This is an optimization exercise on Yosys and OpenROAD, whose aim is a short achievable clock period and few clock cycles, not a production implementation.
Function was checked by simulation only, so behaviour that the tests miss may differ from the original.
No activity file was given, so power comes from the tool's default toggle rates.

==> design.v <==
package cpuPkg;
    localparam int dataWidth    = 8;
    localparam int pcWidth      = 8;             
    localparam int memAddrWidth = 16;
    localparam int dataDepth    = 256;           
    localparam int ramAddrWidth = $clog2(dataDepth);
    localparam int vidAddrWidth = 12;            
    localparam logic [memAddrWidth-1:0] ramLast    = 16'h0FFF;    
    localparam logic [memAddrWidth-1:0] ioDirAddr  = 16'h1000;
    localparam logic [memAddrWidth-1:0] ioPortAddr = 16'h1001;
    localparam logic [memAddrWidth-1:0] ioPinsAddr = 16'h1002;
    localparam logic [memAddrWidth-1:0] vidBase    = 16'h2000;
    localparam logic [memAddrWidth-1:0] vidLast    = 16'h2960;
    localparam logic [3:0] opLdi  = 4'h0;
    localparam logic [3:0] opAdd  = 4'h1;
    localparam logic [3:0] opSub  = 4'h2;
    localparam logic [3:0] opAnd  = 4'h3;
    localparam logic [3:0] opOr   = 4'h4;
    localparam logic [3:0] opXor  = 4'h5;
    localparam logic [3:0] opAdc  = 4'h6;
    localparam logic [3:0] opLd   = 4'h7;
    localparam logic [3:0] opSt   = 4'h8;
    localparam logic [3:0] opIncp = 4'h9;
    localparam logic [3:0] opBz   = 4'hA;
    localparam logic [3:0] opJmp  = 4'hB;
    localparam logic [3:0] opHalt = 4'hC;        
    typedef struct packed {
        logic [3:0]           rd;
        logic [dataWidth-1:0] imm;
        logic [3:0]           op;
    } immFormat;
    typedef struct packed {
        logic [3:0] rd;
        logic [3:0] rs;
        logic [3:0] rt;
        logic [3:0] op;
    } regFormat;
    typedef union packed {
        immFormat immForm;
        regFormat regForm;
    } instrWord;
    typedef struct packed {
        logic carry;
        logic zero;
        logic negative;
    } flagsWord;
endpackage
`timescale 1ns/10ps
module cpuTop (
    input  logic        clk,
    input  logic        rst,
    input  logic        run,
    input  logic        progWe,
    input  logic [7:0]  progAddr,
    input  logic [15:0] progData,
    input  logic [7:0]  ioPins,
    output logic        halted,
    output logic [7:0]  ioDir,
    output logic [7:0]  ioPort,
    output logic        vidWe,
    output logic [11:0] vidAddr,
    output logic [7:0]  vidData
);
    logic        rstQ;
    logic        runQ;
    logic [7:0]  pinsQ;
    logic        pWe;
    logic [7:0]  pAddr;
    logic [15:0] pData;
    always_ff @(posedge clk) begin
        rstQ  <= rst;
        runQ  <= run & ~rst;
        pinsQ <= ioPins;
        pWe   <= progWe & rst;
        pAddr <= progAddr;
        pData <= progData;
    end
    logic [15:0] rom [256];
    logic [7:0]  ram [256];
    always_ff @(posedge clk) begin
        if (pWe)
            rom[pAddr] <= pData;
    end
    logic        stopped;
    logic        adv;
    logic        dValid;
    logic [15:0] dIr;
    logic [7:0]  pcF;                            
    logic        xValid;
    logic [3:0]  xOp;
    logic [3:0]  xRd;
    logic [2:0]  xPair;
    logic [7:0]  xImm;
    logic [7:0]  xA;
    logic [7:0]  xB;
    logic [7:0]  xC;
    logic [7:0]  regs [16];
    logic        cFlag;
    logic        zFlag;
    assign adv = runQ & ~rstQ & ~stopped;
    logic [7:0]  addB;
    logic        cin;
    logic [8:0]  sum9;
    logic [7:0]  alu8;
    logic        aluC;
    logic        setsFlags;
    logic [15:0] addr;
    logic        inRam;
    logic        isDir;
    logic        isPort;
    logic        isPins;
    logic        inVid;
    logic [7:0]  ldVal;
    logic [15:0] inc16;
    logic [7:0]  res8;
    logic        writesRd;
    logic        isIncp;
    logic        isSt;
    logic        isHalt;
    logic        zEff;
    always_comb begin
        addB = (xOp == 4'h2) ? ~xB : xB;
        cin  = (xOp == 4'h2) | ((xOp == 4'h6) & cFlag);
        sum9 = {1'b0, xA} + {1'b0, addB} + {8'd0, cin};
        case (xOp)
            4'h3:    alu8 = xA & xB;
            4'h4:    alu8 = xA | xB;
            4'h5:    alu8 = xA ^ xB;
            default: alu8 = sum9[7:0];
        endcase
        aluC = (xOp == 4'h1) | (xOp == 4'h2) | (xOp == 4'h6) ? sum9[8] : 1'b0;
    end
    assign setsFlags = xValid & (xOp >= 4'h1) & (xOp <= 4'h6);
    assign zEff      = setsFlags ? (alu8 == 8'h00) : zFlag;
    assign addr   = {xB, xA};
    assign inRam  = (xB[7:4] == 4'h0);
    assign isDir  = (addr == 16'h1000);
    assign isPort = (addr == 16'h1001);
    assign isPins = (addr == 16'h1002);
    assign inVid  = (addr >= 16'h2000) && (addr <= 16'h2960);
    always_comb begin
        ldVal = 8'h00;
        if (inRam)
            ldVal = ram[xA];
        else if (isDir)
            ldVal = ioDir;
        else if (isPort)
            ldVal = ioPort;
        else if (isPins)
            ldVal = pinsQ;
    end
    assign inc16 = addr + 16'd1;
    always_comb begin
        case (xOp)
            4'h0:    res8 = xImm;
            4'h7:    res8 = ldVal;
            default: res8 = alu8;
        endcase
    end
    assign writesRd = xValid & ~xOp[3];          
    assign isIncp   = xValid & (xOp == 4'h9);
    assign isSt     = xValid & (xOp == 4'h8);
    assign isHalt   = xValid & (xOp == 4'hC);
    function automatic logic [7:0] fwd(input logic [3:0] idx);
        if (isIncp && (idx[3:1] == xPair))
            fwd = idx[0] ? inc16[15:8] : inc16[7:0];
        else if (writesRd && (idx == xRd))
            fwd = res8;
        else
            fwd = regs[idx];
    endfunction
    logic [3:0]  dOp;
    logic [3:0]  dRd;
    logic [3:0]  dRs;
    logic [3:0]  dRt;
    logic [7:0]  dImm;
    logic [3:0]  idxA;
    logic [3:0]  idxB;
    logic        taken;
    logic [15:0] seqWord;
    logic [15:0] tgtWord;
    assign dOp  = dIr[3:0];
    assign dRd  = dIr[15:12];
    assign dRs  = dIr[11:8];
    assign dRt  = dIr[7:4];
    assign dImm = dIr[11:4];
    assign idxA = (dOp == 4'h9) ? {dRs[3:1], 1'b0} : dRs;
    assign idxB = (dOp == 4'h9) ? {dRs[3:1], 1'b1} : dRt;
    assign taken   = dValid & ((dOp == 4'hB) | ((dOp == 4'hA) & zEff));
    assign seqWord = rom[pcF];
    assign tgtWord = rom[dImm];
    always_ff @(posedge clk) begin
        if (rstQ) begin
            dValid <= 1'b0;
            pcF    <= 8'h00;
        end else if (adv) begin
            dValid <= 1'b1;
            if (taken) begin
                dIr <= tgtWord;
                pcF <= dImm + 8'd1;
            end else begin
                dIr <= seqWord;
                pcF <= pcF + 8'd1;
            end
        end
    end
    always_ff @(posedge clk) begin
        if (rstQ)
            xValid <= 1'b0;
        else if (adv)
            xValid <= dValid;
    end
    always_ff @(posedge clk) begin
        if (adv) begin
            xOp   <= dOp;
            xRd   <= dRd;
            xPair <= dRs[3:1];
            xImm  <= dImm;
            xA    <= fwd(idxA);
            xB    <= fwd(idxB);
            xC    <= fwd(dRd);
        end
    end
    for (genvar i = 0; i < 16; i++) begin : gRegs
        always_ff @(posedge clk) begin
            if (rstQ)
                regs[i] <= 8'h00;
            else if (adv) begin
                if (isIncp && (xPair == i[3:1]))
                    regs[i] <= i[0] ? inc16[15:8] : inc16[7:0];
                else if (writesRd && (xRd == i[3:0]))
                    regs[i] <= res8;
            end
        end
    end
    always_ff @(posedge clk) begin
        if (rstQ) begin
            cFlag <= 1'b0;
            zFlag <= 1'b0;
        end else if (adv && setsFlags) begin
            cFlag <= aluC;
            zFlag <= (alu8 == 8'h00);
        end
    end
    always_ff @(posedge clk) begin
        if (adv && isSt && inRam)
            ram[xA] <= xC;
    end
    always_ff @(posedge clk) begin
        if (rstQ)
            stopped <= 1'b0;
        else if (adv && isHalt)
            stopped <= 1'b1;
    end
    always_ff @(posedge clk) begin
        if (rst) begin
            halted <= 1'b0;
            vidWe  <= 1'b0;
            ioDir  <= 8'h00;
            ioPort <= 8'h00;
        end else begin
            vidWe <= adv & isSt & inVid;
            if (adv && isSt && isDir)
                ioDir <= xC;
            if (adv && isSt && isPort)
                ioPort <= xC;
            if (adv && isHalt)
                halted <= 1'b1;
        end
    end
    always_ff @(posedge clk) begin
        if (adv && isSt && inVid) begin
            vidAddr <= addr[11:0];
            vidData <= xC;
        end
    end
endmodule
==> run.sh <==
#!/bin/bash
# synth_recipe.tcl (not shown) runs the flow's synth.tcl, then flattens the netlist and writes it again
# the make line also repeats each setting of config.mk as NAME=value (left out here)
make -C /OpenROAD-flow-scripts/flow DESIGN_CONFIG=/design/flow/config.mk WORK_HOME=/design/flow/orfs CLKGATE_MAP_FILE= SYNTH_SCRIPT=/design/flow/synth_recipe.tcl finish
==> config.mk <==
export PLATFORM = sky130hd
export DESIGN_NAME = cpuTop
export DESIGN_NICKNAME = cpuTop
export VERILOG_FILES = /design/flow/design.v
export SDC_FILE = /design/flow/constraint.sdc
export NUM_CORES = 4
export LEC_CHECK = 0
export ABC_CLOCK_PERIOD_IN_PS = 3000
export CAP_MARGIN = 20
export CORE_MARGIN = 2
export CORE_UTILIZATION = 55
export SETUP_SLACK_MARGIN = 5
export SLEW_MARGIN = 20
==> constraint.sdc <==
create_clock -name core_clock -period 10.0 [get_ports {clk}]
set_input_delay 2.0000 -clock core_clock [delete_from_list [all_inputs] [get_ports {clk}]]
set_output_delay 2.0000 -clock core_clock [all_outputs]
set_load 0.01 [all_outputs]
==> run notes <==
[final timing paths]
kind	startpoint	end	slack [ns]
setup reg to reg	flop	flop	4.98
hold reg to reg	stopped	stopped	0.49
hold / removal	stopped	stopped	0.49
setup / recovery	flop	flop	4.98
[area by class of cell]
cell class | count | area [sq um]
Tap cell | 6916 | 8650
Timing Repair Buffer | 662 | 6330
Sequential cell | 6438 | 191000
Multi-Input combinational cell | 5983 | 90100
Clock buffer | 850 | 17800
Fill cell | 35500 | 197000
Antenna cell | 19 | 47.5
Inverter | 49 | 194
Clock inverter | 396 | 4360
[metal layers]
metal / wire length (um) / global-route usage / up-vias
met5: 466 / 0 / -
met3: 92900 / 0.0746 / 1836
li1: - / - / 59400
met1: 334000 / 0.477 / 84400
met4: 48000 / 0.152 / 20
met2: 430000 / 0.541 / 9693
[through the flow]
stage / power [uW] / hold slack (ns) / cell area, sq um
2_1_floorplan: 32600 / 0.424 / 284000
3_3_place_gp: 34000 / 0.469 / 295000
3_5_place_dp: 34100 / 0.470 / 295000
4_1_cts: 58900 / 0.485 / 318000
5_1_grt: 60100 / 0.510 / 319000
6_report: 58700 / 0.485 / 319000
[timing repair]
action                                  4_1_cts  5_1_grt
resized for setup                            52       43
endpoints found under the setup margin      161       73
gates cloned                                  5        1
pin swaps                                     4        8
buffers inserted                             26        3
[cells by family (layout without fill, tap and decap cells)]
logic type,after synthesis,in the layout,share of synthesized area
mux,3351,3351,0.258
fa+ha+maj,31,31,0.00142
simple gates,1520,1520,0.0235
other cells,0,19,0
buf+inv,1071,1957,0.0171
xor+xnor,51,51,0.00157
compound gates,1030,1030,0.0259
flops,6438,6438,0.672
[power by group through the flow]
| stage | sequential, uW | combinational (uW) | clock, uW |
|---|---|---|---|
| after floorplan | 30300 | 2300 | 0 |
| after detailed placement | 30200 | 3850 | 0 |
| after global routing | 29600 | 4100 | 26400 |
| after global placement | 30200 | 3810 | 0 |
| final | 29600 | 3970 | 25100 |
| after CTS | 29700 | 3920 | 25400 |
[flip-flops by register name (all words and copies together) (netlist names), 12 cells and up, named ones only]
signal / flops
rom: 4096
dIr: 16
vidAddr: 12
pData: 16
ram: 2048
regs: 128
[synth_stat cells, types with 41 or more instances]
cell	count
nor3_1	86
nor2_1	747
clkbuf_1	566
a22o_1	55
edfxtp_1	6220
nand2_1	311
a22oi_1	251
xnor2_1	43
inv_1	41
buf_4	42
buf_1	130
o21ai_0	107
buf_6	44
o31ai_1	59
a211oi_1	48
nand3_1	149
mux2i_1	114
a221oi_1	68
dfxtp_1	218
mux2_2	50
a21oi_1	183
nor2b_1	42
buf_2	235
mux4_2	3187
[worst reg2reg max path: cells and delay by family, from the launching register on]
family | cells | cell delay, ns
AOI/OAI and AO/OA | 3 | 1.34
muxes | 4 | 1.51
buffers and inverters | 2 | 1.05
DFF | 1 | 0.73
and+or+nand+nor | 1 | 0.31
==> impl_metrics.ini <==
[status]
status = timing/DRC/antenna clean

[synthesis]
synthDistinctLibCells = 90
synth_edf_count = 6220
syn_inst = 13500
syn_nets = 13600
ys_ff_latch = 6438
synth_area_per_cell_sq_um = 21.1
yosysTopAreaCellShare = 0.657
synth_top_cell_by_area = edfxtp_1
synth_area_leaders = edfxtp_1, mux4_2, dfxtp_1, nor2_1, clkbuf_1
async_flop_share = 0
yosys_warnings = 2
synth_ff_type = edfxtp_1
seq_area_frac_synth = 0.672
synth_area_sq_um = 284000

[floorplanning]
core_area_sq_um = 516000
die_h_um = 723
initial_core_util = 0.551
core.rowCount = 264
io-pin-count = 74
die_w_um = 723
dieArea_sq_um = 523000

[global_routing]
grt_max_degree = 201
gr-total-overflow = 0
grt_pass1_vias = 155000
grt_pass1_wl_um = 1250000
antenna_found_initial = 58
track_usage = 0.346

[worst_setup_path]
path_depth = 10
critPathTopFamily = multiplexers
endpoint_kind = flop
cp_cell_sequence = buf_4 > buf_4 > mux4_2 > mux4_2 > a22oi_1 > nand2_1 > a22oi_1 > o221ai_1 > mux2_2 > mux2_2
critPathRequiredTime_ns = 11.02
crit_slowest_cell = dfxtp_4
cpPeakStageDelay_ns = 0.73
worstRegToRegCells = 10
startpoint_type = flop
crit_arrival_ns = 6.04
path_class = reg -> reg
path_max_fanout = 25
crit_buf_inv = 2

[clock_tree]
root_buffer = clkbuf_16
cts_tree = yes
clkTransAtPathRegs_ns = 0.06
clk-insertion-delay-late_ns = 1.16
numCtsBuffers = 674
cts.sinks = 6438
holdBufCountCts = 0
clockBufferDepth = 4
htree_levels = 6

[timing]
finalCriticalPeriod_ns = 5.02
finalHoldViolCount = 0
setup_viol = 0
fmax_mhz = 199
worst_slew_pin_slew_ns = 1.24
finClkSkew_ns = 0.0947
fin_ws_ns = 4.98
fin_crit_sh = 0.502
slew_violations = 0
slew-limit-headroom = 0.172
rsz0062_at_grt = yes
tns_ns = 0

[pwr]
ir_drop_v = 0.000180
swShare = 0.230
p_int_uw = 45200
p_sw_uw = 13500
power.leakage_uw = 0.0962
pwr-share-comb = 0.068
powerDensity_nw_per_um2 = 184
seqPwrFrac = 0.505
pwr-share-clk = 0.428

[route]
vias = 155000
final_antenna_net_count = 0
drt_wl_total_um = 905000
firstDrtPassIters = 7
drc_errors = 0
vias_per_cell = 7.29
routedWlPerCell_um = 42.5
drt-initial-drc-count = 22300

[place]
dp.cells = 20000
place_ws_ns = 3.80
dp_hpwl_um = 546000
globalplace.congestion = 0.970
portBuffers = 73

[hold_path]
hold_path.class = reg -> reg
whs_path_depth = 2

[final_layout]
nets = 13900
post-route-util = 0.618
final_cell_mix = edfxtp_1, mux4_2, clkbuf_16
area_growth_pct = 12.1
drive_gt1_frac = 0.362
final_common_cell = edfxtp_1
instances_no_fill = 21300

[run]
maxCapViolCount = 0
Testbench counts, summed over its fixed seeds: cycles 95,745.

[port drivers added, routing unchanged]
Ports are ideal in the flow. The routed layout listed here was re-timed in OpenROAD.
Step 1 assumes that a clkbuf_16 drives the clock port and a buf_2 every other input.
Step 2 adds t to the input delays and takes it off the output delays; t is the mean of the earliest and latest rising clock arrival at the registers after step 1. Input paths then give back, and output paths get back, about the clock's delay inside the block.
Slacks: ideal / step 1 / step 2; pairs: ideal / step 1.
t (ns): 1.229
setup slack, ns: 4.980 / 4.980 / 4.980
clock arrival spread, ns: 0.099 / 0.099
worst slew at a driven data input, ns: 0.14
pins driven straight from the clock port: 1
After both steps this run still meets setup and hold. For this run, drivers alone change the setup slack by 0.000 ns; drivers and shift together by 0.000 ns.
